Source: an optimization exercise on an open RTL-to-GDS flow (aim: small area, a short achievable clock period and few clock cycles). Production flows keep margins and buffers that such runs may drop. Function not checked in this run: the RTL went through the layout flow alone. Power figures rest on the tool's default switching activity, not on a simulated workload.

--- config.mk ---
export PLATFORM = sky130hd
export DESIGN_NAME = log_record_deframer_core
export DESIGN_NICKNAME = log_record_deframer_core
export VERILOG_FILES = /design/flow/design.v
export SDC_FILE = /design/flow/constraint.sdc
export NUM_CORES = 4
export LEC_CHECK = 0
export CAP_MARGIN = 20
export CORE_MARGIN = 2
export CORE_UTILIZATION = 40
export SLEW_MARGIN = 20
--- constraint.sdc ---
create_clock -name core_clock -period 10.0 [get_ports {i_clk}]
set_input_delay 2.0000 -clock core_clock [delete_from_list [all_inputs] [get_ports {i_clk}]]
set_output_delay 2.0000 -clock core_clock [all_outputs]
set_load 0.01 [all_outputs]
--- design.v ---
package lrd_pkg;
    localparam int unsigned CFG_IDX_W = 2;
    localparam logic [31:0] RST_RECORD_MAGIC  = 32'h544B_564C;
    localparam logic [31:0] RST_MAX_KEY_LEN   = 32'h0400_0000;
    localparam logic [31:0] RST_MAX_VALUE_LEN = 32'h1000_0000;
    localparam logic [31:0] FNV_OFFSET = 32'd2166136261;
    localparam logic [2:0] K_KEY       = 3'd0;
    localparam logic [2:0] K_VALUE     = 3'd1;
    localparam logic [2:0] K_OK        = 3'd2;
    localparam logic [2:0] K_BAD_MAGIC = 3'd3;
    localparam logic [2:0] K_BAD_SIZE  = 3'd4;
    localparam logic [2:0] K_BAD_CSUM  = 3'd5;
    localparam logic [2:0] K_TORN      = 3'd6;
    localparam logic [2:0] PH_HEADER = 3'd0;
    localparam logic [2:0] PH_KEY    = 3'd1;
    localparam logic [2:0] PH_VALUE  = 3'd2;
    localparam logic [2:0] PH_CHECK  = 3'd3;
    localparam logic [2:0] PH_ERROR  = 3'd4;
endpackage
module lrd_parse (
    input  logic [31:0] i_h,
    input  logic [7:0]  i_b,
    output logic [31:0] o_h
);
    logic [31:0] x;
    assign x   = i_h ^ {24'd0, i_b};
    assign o_h = x + (x << 1) + (x << 4) + (x << 7) + (x << 8) + (x << 24);
endmodule
module lrd_outq #(
    parameter int unsigned DEPTH = 4,
    parameter int unsigned W     = 12
) (
    input  logic         i_clk,
    input  logic         i_rst_n,
    input  logic         i_push,
    input  logic [W-1:0] i_data,
    input  logic         i_pop,
    output logic         o_full,
    output logic         o_empty,
    output logic [W-1:0] o_data
);
    localparam int unsigned PW = (DEPTH > 1) ? $clog2(DEPTH) : 1;
    localparam int unsigned CW = $clog2(DEPTH + 1);
    logic [W-1:0]  r_mem [DEPTH];
    logic [PW-1:0] r_wp, r_rp;
    logic [CW-1:0] r_count;
    logic          pop_ok;
    assign o_empty = (r_count == '0);
    assign o_full  = (r_count == CW'(DEPTH));
    assign pop_ok  = i_pop && !o_empty;
    assign o_data  = r_mem[r_rp];
    always_ff @(posedge i_clk) begin
        if (!i_rst_n) begin
            r_wp    <= '0;
            r_rp    <= '0;
            r_count <= '0;
        end else begin
            if (i_push) r_wp <= (r_wp == PW'(DEPTH - 1)) ? '0 : r_wp + PW'(1);
            if (pop_ok) r_rp <= (r_rp == PW'(DEPTH - 1)) ? '0 : r_rp + PW'(1);
            r_count <= r_count + CW'(i_push) - CW'(pop_ok);
        end
    end
    always_ff @(posedge i_clk) begin
        if (i_push) r_mem[r_wp] <= i_data;
    end
endmodule
module log_record_deframer_core #(
    parameter int unsigned QDEPTH = 4
) (
    input  logic                          i_clk,
    input  logic                          i_rst_n,
    input  logic                          i_cfg_wr_en,
    input  logic [lrd_pkg::CFG_IDX_W-1:0] i_cfg_index,
    input  logic [31:0]                   i_cfg_wr_data,
    input  logic                          i_valid,
    output logic                          o_stall,
    input  logic                          i_func,
    input  logic [7:0]                    i_log_byte,
    output logic                          o_valid,
    input  logic                          i_stall,
    output logic [2:0]                    o_kind,
    output logic [7:0]                    o_payload_byte,
    output logic [63:0]                   o_sequence_res,
    output logic                          o_tombstone,
    output logic [31:0]                   o_key_length,
    output logic [31:0]                   o_value_length,
    output logic                          o_last
);
    logic [31:0] r_magic_cfg, r_max_key, r_max_value;
    always_ff @(posedge i_clk) begin
        if (!i_rst_n) begin
            r_magic_cfg <= lrd_pkg::RST_RECORD_MAGIC;
            r_max_key   <= lrd_pkg::RST_MAX_KEY_LEN;
            r_max_value <= lrd_pkg::RST_MAX_VALUE_LEN;
        end else if (i_cfg_wr_en) begin
            case (i_cfg_index)
                2'd0:    r_magic_cfg <= i_cfg_wr_data;
                2'd1:    r_max_key   <= i_cfg_wr_data;
                2'd2:    r_max_value <= i_cfg_wr_data;
                default: ;
            endcase
        end
    end
    logic       r_in_valid, r_in_func;
    logic [7:0] r_in_byte;
    logic       go, accept;
    assign o_stall = r_in_valid && !go;
    assign accept  = i_valid && !o_stall;
    always_ff @(posedge i_clk) begin
        if (!i_rst_n) begin
            r_in_valid <= 1'b0;
        end else if (accept) begin
            r_in_valid <= 1'b1;
        end else if (go) begin
            r_in_valid <= 1'b0;
        end
    end
    always_ff @(posedge i_clk) begin
        if (accept) begin
            r_in_func <= i_func;
            r_in_byte <= i_log_byte;
        end
    end
    logic [2:0]  r_phase;
    logic [4:0]  r_hcount;
    logic        r_magic_ok, r_gt, r_kover;
    logic [63:0] r_seq;
    logic        r_tomb;
    logic [31:0] r_klen, r_vlen, r_exp, r_hash, r_rem;
    logic        q_full, q_empty, push;
    logic [11:0] push_data, q_data;
    logic        check, hash_ok, check_push;
    logic [2:0]  eph;
    logic        is_end, is_hdr, is_pay, torn, zero_torn;
    logic        need_room, need_empty;
    logic        beat_push;
    logic [2:0]  beat_kind;
    logic        beat_last;
    logic [31:0] hash_step;
    logic        rem_one, kzero, vzero;
    logic [2:0]  sidx;
    logic [7:0]  mbyte, sbyte;
    logic        gt_in, gt_new;
    logic        bank_clr, bank_we;
    lrd_parse u_hash (.i_h(r_hash), .i_b(r_in_byte), .o_h(hash_step));
    assign check   = (r_phase == lrd_pkg::PH_CHECK);
    assign hash_ok = (r_hash == r_exp);
    assign eph     = check ? (hash_ok ? lrd_pkg::PH_HEADER : lrd_pkg::PH_ERROR) : r_phase;
    assign check_push = check && !q_full;
    assign is_end  = r_in_func;
    assign is_hdr  = (eph == lrd_pkg::PH_HEADER);
    assign is_pay  = (eph == lrd_pkg::PH_KEY) || (eph == lrd_pkg::PH_VALUE);
    assign torn    = is_pay || (is_hdr && r_hcount != 5'd0);
    assign zero_torn = is_hdr && (r_hcount != 5'd0) && (r_hcount <= 5'd4);
    assign kzero   = (r_klen == 32'd0);
    assign vzero   = (r_vlen == 32'd0);
    assign rem_one = (r_rem == 32'd1);
    always_comb begin
        need_room  = 1'b0;
        need_empty = 1'b0;
        if (is_end) begin
            need_room  = torn;
            need_empty = zero_torn;
        end else if (is_hdr) begin
            need_room  = (r_hcount == 5'd24);
            need_empty = (r_hcount == 5'd4);
        end else if (is_pay) begin
            need_room  = 1'b1;
        end
    end
    assign go = r_in_valid && !(check && q_full) && !(need_room && q_full) && !(need_empty && !q_empty);
    always_comb begin
        case (r_hcount[1:0])
            2'd0:    mbyte = r_magic_cfg[7:0];
            2'd1:    mbyte = r_magic_cfg[15:8];
            2'd2:    mbyte = r_magic_cfg[23:16];
            default: mbyte = r_magic_cfg[31:24];
        endcase
        sidx = 3'(r_hcount - 5'd13);
        case (sidx)
            3'd0:    sbyte = r_max_key[7:0];
            3'd1:    sbyte = r_max_key[15:8];
            3'd2:    sbyte = r_max_key[23:16];
            3'd3:    sbyte = r_max_key[31:24];
            3'd4:    sbyte = r_max_value[7:0];
            3'd5:    sbyte = r_max_value[15:8];
            3'd6:    sbyte = r_max_value[23:16];
            default: sbyte = r_max_value[31:24];
        endcase
        gt_in  = (sidx[1:0] == 2'd0) ? 1'b0 : r_gt;
        gt_new = (r_in_byte > sbyte) || ((r_in_byte == sbyte) && gt_in);
    end
    always_comb begin
        beat_push = 1'b0;
        beat_kind = lrd_pkg::K_TORN;
        beat_last = 1'b1;
        if (is_end) begin
            beat_push = torn;
        end else if (is_hdr) begin
            if (r_hcount == 5'd24) begin
                if (!r_magic_ok) begin
                    beat_push = 1'b1;
                    beat_kind = lrd_pkg::K_BAD_MAGIC;
                end else if (r_kover || r_gt) begin
                    beat_push = 1'b1;
                    beat_kind = lrd_pkg::K_BAD_SIZE;
                end
            end
        end else if (is_pay) begin
            beat_push = 1'b1;
            beat_kind = (eph == lrd_pkg::PH_KEY) ? lrd_pkg::K_KEY : lrd_pkg::K_VALUE;
            beat_last = !(rem_one && !((eph == lrd_pkg::PH_KEY) && !vzero));
        end
    end
    assign push = check_push || (go && beat_push);
    always_comb begin
        if (check_push)
            push_data = {hash_ok ? lrd_pkg::K_OK : lrd_pkg::K_BAD_CSUM, 8'd0, 1'b1};
        else if (is_end || beat_kind != lrd_pkg::K_KEY && beat_kind != lrd_pkg::K_VALUE)
            push_data = {beat_kind, 8'd0, 1'b1};
        else
            push_data = {beat_kind, r_in_byte, beat_last};
    end
    always_ff @(posedge i_clk) begin
        if (!i_rst_n) begin
            r_phase  <= lrd_pkg::PH_HEADER;
            r_hcount <= '0;
        end else if (go) begin
            if (is_end) begin
                r_phase  <= lrd_pkg::PH_HEADER;
                r_hcount <= '0;
            end else if (is_hdr) begin
                r_hcount <= r_hcount + 5'd1;
                if (r_hcount == 5'd24) begin
                    r_hcount <= '0;
                    if (!r_magic_ok || r_kover || r_gt)
                        r_phase <= lrd_pkg::PH_ERROR;
                    else if (kzero && vzero)
                        r_phase <= lrd_pkg::PH_CHECK;
                    else if (!kzero)
                        r_phase <= lrd_pkg::PH_KEY;
                    else
                        r_phase <= lrd_pkg::PH_VALUE;
                end else begin
                    r_phase <= lrd_pkg::PH_HEADER;
                end
            end else if (is_pay) begin
                if (rem_one) begin
                    if (eph == lrd_pkg::PH_KEY && !vzero)
                        r_phase <= lrd_pkg::PH_VALUE;
                    else
                        r_phase <= lrd_pkg::PH_CHECK;
                end
            end else begin
                r_phase <= lrd_pkg::PH_ERROR;
            end
        end else if (check_push) begin
            r_phase <= hash_ok ? lrd_pkg::PH_HEADER : lrd_pkg::PH_ERROR;
        end
    end
    always_ff @(posedge i_clk) begin
        if (go && !is_end && is_hdr) begin
            if (r_hcount < 5'd4)
                r_magic_ok <= ((r_hcount == 5'd0) || r_magic_ok) && (r_in_byte == mbyte);
            if (r_hcount >= 5'd13 && r_hcount <= 5'd20)
                r_gt <= gt_new;
            if (r_hcount == 5'd16)
                r_kover <= gt_new;
        end
    end
    assign bank_clr = go && ((!is_end && is_hdr && r_hcount == 5'd4) || (is_end && zero_torn));
    assign bank_we  = go && !is_end && is_hdr;
    always_ff @(posedge i_clk) begin
        for (int j = 0; j < 8; j++) begin
            if (bank_clr || (bank_we && r_hcount == 5'(4 + j)))
                r_seq[8*j +: 8] <= (is_end || (j != 0 && r_hcount == 5'd4)) ? 8'd0 : r_in_byte;
        end
        if (bank_clr || (bank_we && r_hcount == 5'd12))
            r_tomb <= !is_end && (r_hcount == 5'd12) && (r_in_byte != 8'd0);
        for (int j = 0; j < 4; j++) begin
            if (bank_clr || (bank_we && r_hcount == 5'(13 + j)))
                r_klen[8*j +: 8] <= (is_end || r_hcount == 5'd4) ? 8'd0 : r_in_byte;
            if (bank_clr || (bank_we && r_hcount == 5'(17 + j)))
                r_vlen[8*j +: 8] <= (is_end || r_hcount == 5'd4) ? 8'd0 : r_in_byte;
        end
    end
    always_ff @(posedge i_clk) begin
        for (int j = 0; j < 4; j++) begin
            if (bank_we && r_hcount == 5'(21 + j))
                r_exp[8*j +: 8] <= r_in_byte;
        end
        if (bank_we && r_hcount == 5'd24) begin
            r_hash <= lrd_pkg::FNV_OFFSET;
            r_rem  <= kzero ? r_vlen : r_klen;
        end else if (go && !is_end && is_pay) begin
            r_hash <= hash_step;
            r_rem  <= (rem_one && eph == lrd_pkg::PH_KEY) ? r_vlen : r_rem - 32'd1;
        end
    end
    lrd_outq #(
        .DEPTH (QDEPTH),
        .W     (12)
    ) u_outq (
        .i_clk   (i_clk),
        .i_rst_n (i_rst_n),
        .i_push  (push),
        .i_data  (push_data),
        .i_pop   (!i_stall),
        .o_full  (q_full),
        .o_empty (q_empty),
        .o_data  (q_data)
    );
    assign o_valid        = !q_empty;
    assign o_kind         = q_data[11:9];
    assign o_payload_byte = q_data[8:1];
    assign o_last         = q_data[0];
    assign o_sequence_res = r_seq;
    assign o_tombstone    = r_tomb;
    assign o_key_length   = r_klen;
    assign o_value_length = r_vlen;
endmodule
--- run.sh ---
#!/bin/bash
# synth_recipe.tcl (not shown) runs the flow's synth.tcl, then flattens the netlist and writes it again
# the make line also repeats each setting of config.mk as NAME=value (left out here)
make -C /OpenROAD-flow-scripts/flow DESIGN_CONFIG=/design/flow/config.mk WORK_HOME=/design/flow/orfs CLKGATE_MAP_FILE= SYNTH_SCRIPT=/design/flow/synth_recipe.tcl finish
==> run_results.csv <==
group,metric,value,unit
outcome,outcome,"no timing/DRC/antenna violations",
setup_path,critical_path.max_stage_delay,0.59,ns
setup_path,number_of_buffers_and_inverters_on_the_critical_path,2,
clocking,cts_root_buf,"sky130_fd_sc_hd__clkbuf_16",
route,drt_pass1_iterations,8,
pwr,switchingPower,2.16,mW
route,wl_per_cell,20.6,um
clocking,clk_transition_reported_paths,0.06,ns
synthesis,synthesized_area_divided_by_synthesized_cell_count,11.0,um^2
global_route,first_pass_grt_wire_length,88.5,mm
sta,timing_max_transition_violations_final,0,
cells_and_area,most-common-layout-cells,"276 x sky130_fd_sc_hd__nand2_1, 253 x sky130_fd_sc_hd__edfxtp_1, 189 x sky130_fd_sc_hd__clkdlybuf4s50_1, 158 x sky130_fd_sc_hd__inv_1, 146 x sky130_fd_sc_hd__dfxtp_1",
synthesis,synth_simple_gate_area_frac,0.132,
setup_path,worst_r2r_startpoint,"r_hcount[1]",
setup_path,cp.arrival,4.08,ns
synthesis,synth_compound_area_frac,0.113,
synthesis,postSynthCellCount,1887,
clocking,cts.sinks,399,
clocking,tritoncts_clock_tree,"done",
synthesis,synth.area.top_cells,"sky130_fd_sc_hd__edfxtp_1 37%, sky130_fd_sc_hd__dfxtp_1 14%, sky130_fd_sc_hd__fa_1 7.5%, sky130_fd_sc_hd__ha_1 5.1%, sky130_fd_sc_hd__nand2_1 5.0%",
synthesis,ys_warn_count,2,
synthesis,synth_mux_area_frac,0.0254,
sta,unrepaired_setup_endpoints_after_global_routing,"false",
clocking,cts_max_level,2,
cells_and_area,finalNetCount,2286,
setup_path,cpMaxStageDelayCell,"sky130_fd_sc_hd__clkdlybuf4s50_1",
synthesis,post-synth-top-area-cell,"sky130_fd_sc_hd__edfxtp_1",
route,detail_route.wirelength,57.5,mm
setup_path,critical_path.top_delay_family,"simple AND/OR/NAND/NOR gates",
synthesis,summed_instance_area_of_the_synthesized_netlist,0.0207,mm^2
synthesis,yosys.area.top_type_share,0.367,
setup_path,worst_setup_path_end_kind,"output pin",
synthesis,ys.flop_type,"sky130_fd_sc_hd__edfxtp_1",
sta,worst_pin_slew,1.09,ns
pwr,total_leakage_power,9.39,nW
clocking,number_of_buffers_inserted_by_hold_repair_at_cts,0,
floorplan,fp.dieW,232,um
floorplan,boundaryPins,191,
pwr,p_clk_frac,0.291,
synthesis,ys_seq_area_frac,0.508,
route,drc_errors,0,
setup_path,criticalPathCategory,"reg2out",
clocking,cts_setup_buffers,0,
route,first_iter_violations,1117,
sta,clock_skew,0.0216,ns
sta,setup_total_negative_slack,0,ns
worst_hold_path,tightest_hold_check_type,"reg2reg",
pwr,power.share.combinational,0.400,
setup_path,worstPathRequired,8.00,ns
synthesis,ys_async_sr_fraction,0,
setup_path,critical_path.cell_chain,"inv_1 > ha_1 > or3b_2 > a2111oi_0 > a211o_1 > and3_1 > clkdlybuf4s50_1",
cells_and_area,area_delta_synth_final,20.6,%
pwr,power.internal,3.93,mW
synthesis,postSynthNetCount,2098,
setup_path,worstSetupStartpointType,"flop",
sta,max_freq,0.164,GHz
floorplan,die_height,232,um
floorplan,fp-row-count,83,
cells_and_area,design_area_final,0.0250,mm^2
setup_path,worst_path_max_fanout,16,
pwr,power-per-cell-area,244,mW/mm^2
route,post_drt_via_cell_ratio,5.33,
cells_and_area,layout-drive-gt1-share,0.0687,
placement,detailed_place.area,0.0234,mm^2
global_route,grt_max_degree,116,
placement,routabilityCongestion,0.880,
route,route.vias.total,14900,
run,timing.max_cap.violations,0,
clocking,cts_buffer_depth,3,
worst_hold_path,holdCritStartpoint,"r_max_value[26]",
placement,detailed_place_hpwl,40.9,mm
sta,timing.final.hold_violations,0,
floorplan,start_util,0.404,
setup_path,critPathLaunch,"r_hcount[0]",
synthesis,synth_top_family_by_area,"simple AND/OR/NAND/NOR gates",
floorplan,dieArea,0.0536,mm^2
synthesis,synth_fa_ha_area_frac,0.127,
synthesis,synthXorXnorAreaFrac,0.0495,
sta,finalCritPeriodShare,0.608,
clocking,cts_resized,0,
global_route,gr_usage_total,0.216,
synthesis,postSynthRegisterBits,399,
sta,max-slew-margin-rel,0.265,
sta,setup_viol,0,
clocking,cts_inserted_buffers,45,
pwr,power.switching_fraction,0.355,
global_route,number_of_antenna_violations_at_the_first_check_in_global_routing,0,
placement,io_buffer_count,190,
pwr,vdd_ir_drop_max,0.158,mV
floorplan,core-area,0.0512,mm^2
synthesis,synthDistinctLibCells,77,
global_route,grt_remaining_overflow,0,
global_route,grt_pass1_vias,15100,
pwr,share_of_power_burned_in_registers,0.309,
route,antenna_left,0,
sta,final_critical_delay_including_setup_and_external_delays,6.08,ns
clocking,clock_insertion_delay_worst_skew,0.59,ns
cells_and_area,layout_commonest_cell,"sky130_fd_sc_hd__nand2_1",
synthesis,number_of_flops_mapped_to_enable_cells_by_yosys,253,
state kept, by name (all words and copies together), names as in the netlist, 2 cells and up, named ones only:
register and count:
u_outq.r_rp 2, r_phase 3, r_seq 64, u_outq.r_count 3, r_magic_cfg 32, u_outq.r_mem 48
r_max_key 32, r_max_value 32, r_rem 32, r_hcount 5, r_hash 32, r_klen 32
u_outq.r_wp 2, r_exp 32, r_in_byte 8, r_vlen 32
worst min-delay path, delay by kind of cell (launching register included):
family / cells / cell delay (ns)
simple gates: 1 / 0.04
compound gates: 1 / 0.06
flops: 1 / 0.30
per-stage QoR:
step                hold slack, ns  utilization  power (mW)  setup slack (ns)  cells
CTS                          0.464        0.488        6.13              3.97   2792
global route                 0.481        0.488        6.54              3.76   2792
finish                       0.463        0.488        6.09              3.92   2793
floorplan                    0.435            -        3.77              5.64   1887
global placement             0.447        0.456        4.32              4.78   2708
detailed placement           0.449        0.456        4.35              4.61   2708
cells by family after synthesis:
family / after synthesis
XOR/XNOR: 117
AND/OR/NAND/NOR: 590
multiplexers: 36
flip-flops: 399
adder cells (fa/ha/maj): 164
AO/OA/AOI/OAI: 342
buffers and inverters: 239
final timing paths:
| kind | depth (start not counted) | to | slack [ns] |
|---|---|---|---|
| max reg2reg | 11 | r_rem[14] | 4.67 |
| max | 7 | o_stall | 3.92 |
| min | 2 | r_max_value[26] | 0.46 |
| min reg2reg | 2 | r_max_value[26] | 0.46 |
metal layers:
layer	GRT usage	wire, um	up-vias
met2	0.353	27400	482
li1	-	-	7001
met4	0.0740	1890	0
met3	0.0368	3440	110
met1	0.289	24800	7300
met5	0	0	-
Yosys cell counts (all sizes together), types with 20 or more instances:
master	instances
fa	78
nand2	276
a21oi	53
nand3	32
edfxtp	253
xnor2	51
ha	85
inv	159
dfxtp	146
nor4	37
o22ai	30
and2	29
xor2	66
nor2	109
clkbuf	62
o21ai	57
nor3	20
a21boi	85
power by group through the flow:
stage          Combinational, mW  Sequential (mW)  Clock [mW]
6_report                    2.44             1.88        1.77
2_1_floorplan               1.89             1.88           0
4_1_cts                     2.45             1.88        1.80
5_1_grt                     2.78             1.89        1.87
3_5_place_dp                2.43             1.92           0
3_3_place_gp                2.40             1.92           0
area by class of cell:
type,count,area (um^2)
clock inverters,33,415
well taps,680,851
inverters,160,601
fillers,4630,26200
diodes,1,2.50
flip-flops and latches,399,10500
repair buffers,220,2120
clock buffers,51,1190
multi-input cells,1249,9270

==> port drivers added, routing unchanged <==
In the flow no input, the clock included, has a driving cell. The finished layout below was timed again as built, in two steps.
Step 1 sets driving cells, clkbuf_16 on the clock port and buf_2 on the other inputs (assumed; they add their load-dependent delay and slew).
Step 2 also shifts input and output timing later by t, the mid clock arrival at the registers, as if the neighbouring blocks saw the same clock.
a / b / c = ideal ports / drivers / drivers and shift; a / b = the first two.
shift t [ns]: 0.634
slack for setup (ns): 3.920 / 3.862 / 4.496
worst setup path after step 2: register to output
worst register clock-pin slew, ns: 0.06 / 0.06
After both steps setup and hold are still met in this run. For this run, drivers alone change the setup slack by -0.058 ns; drivers and shift together by +0.576 ns.
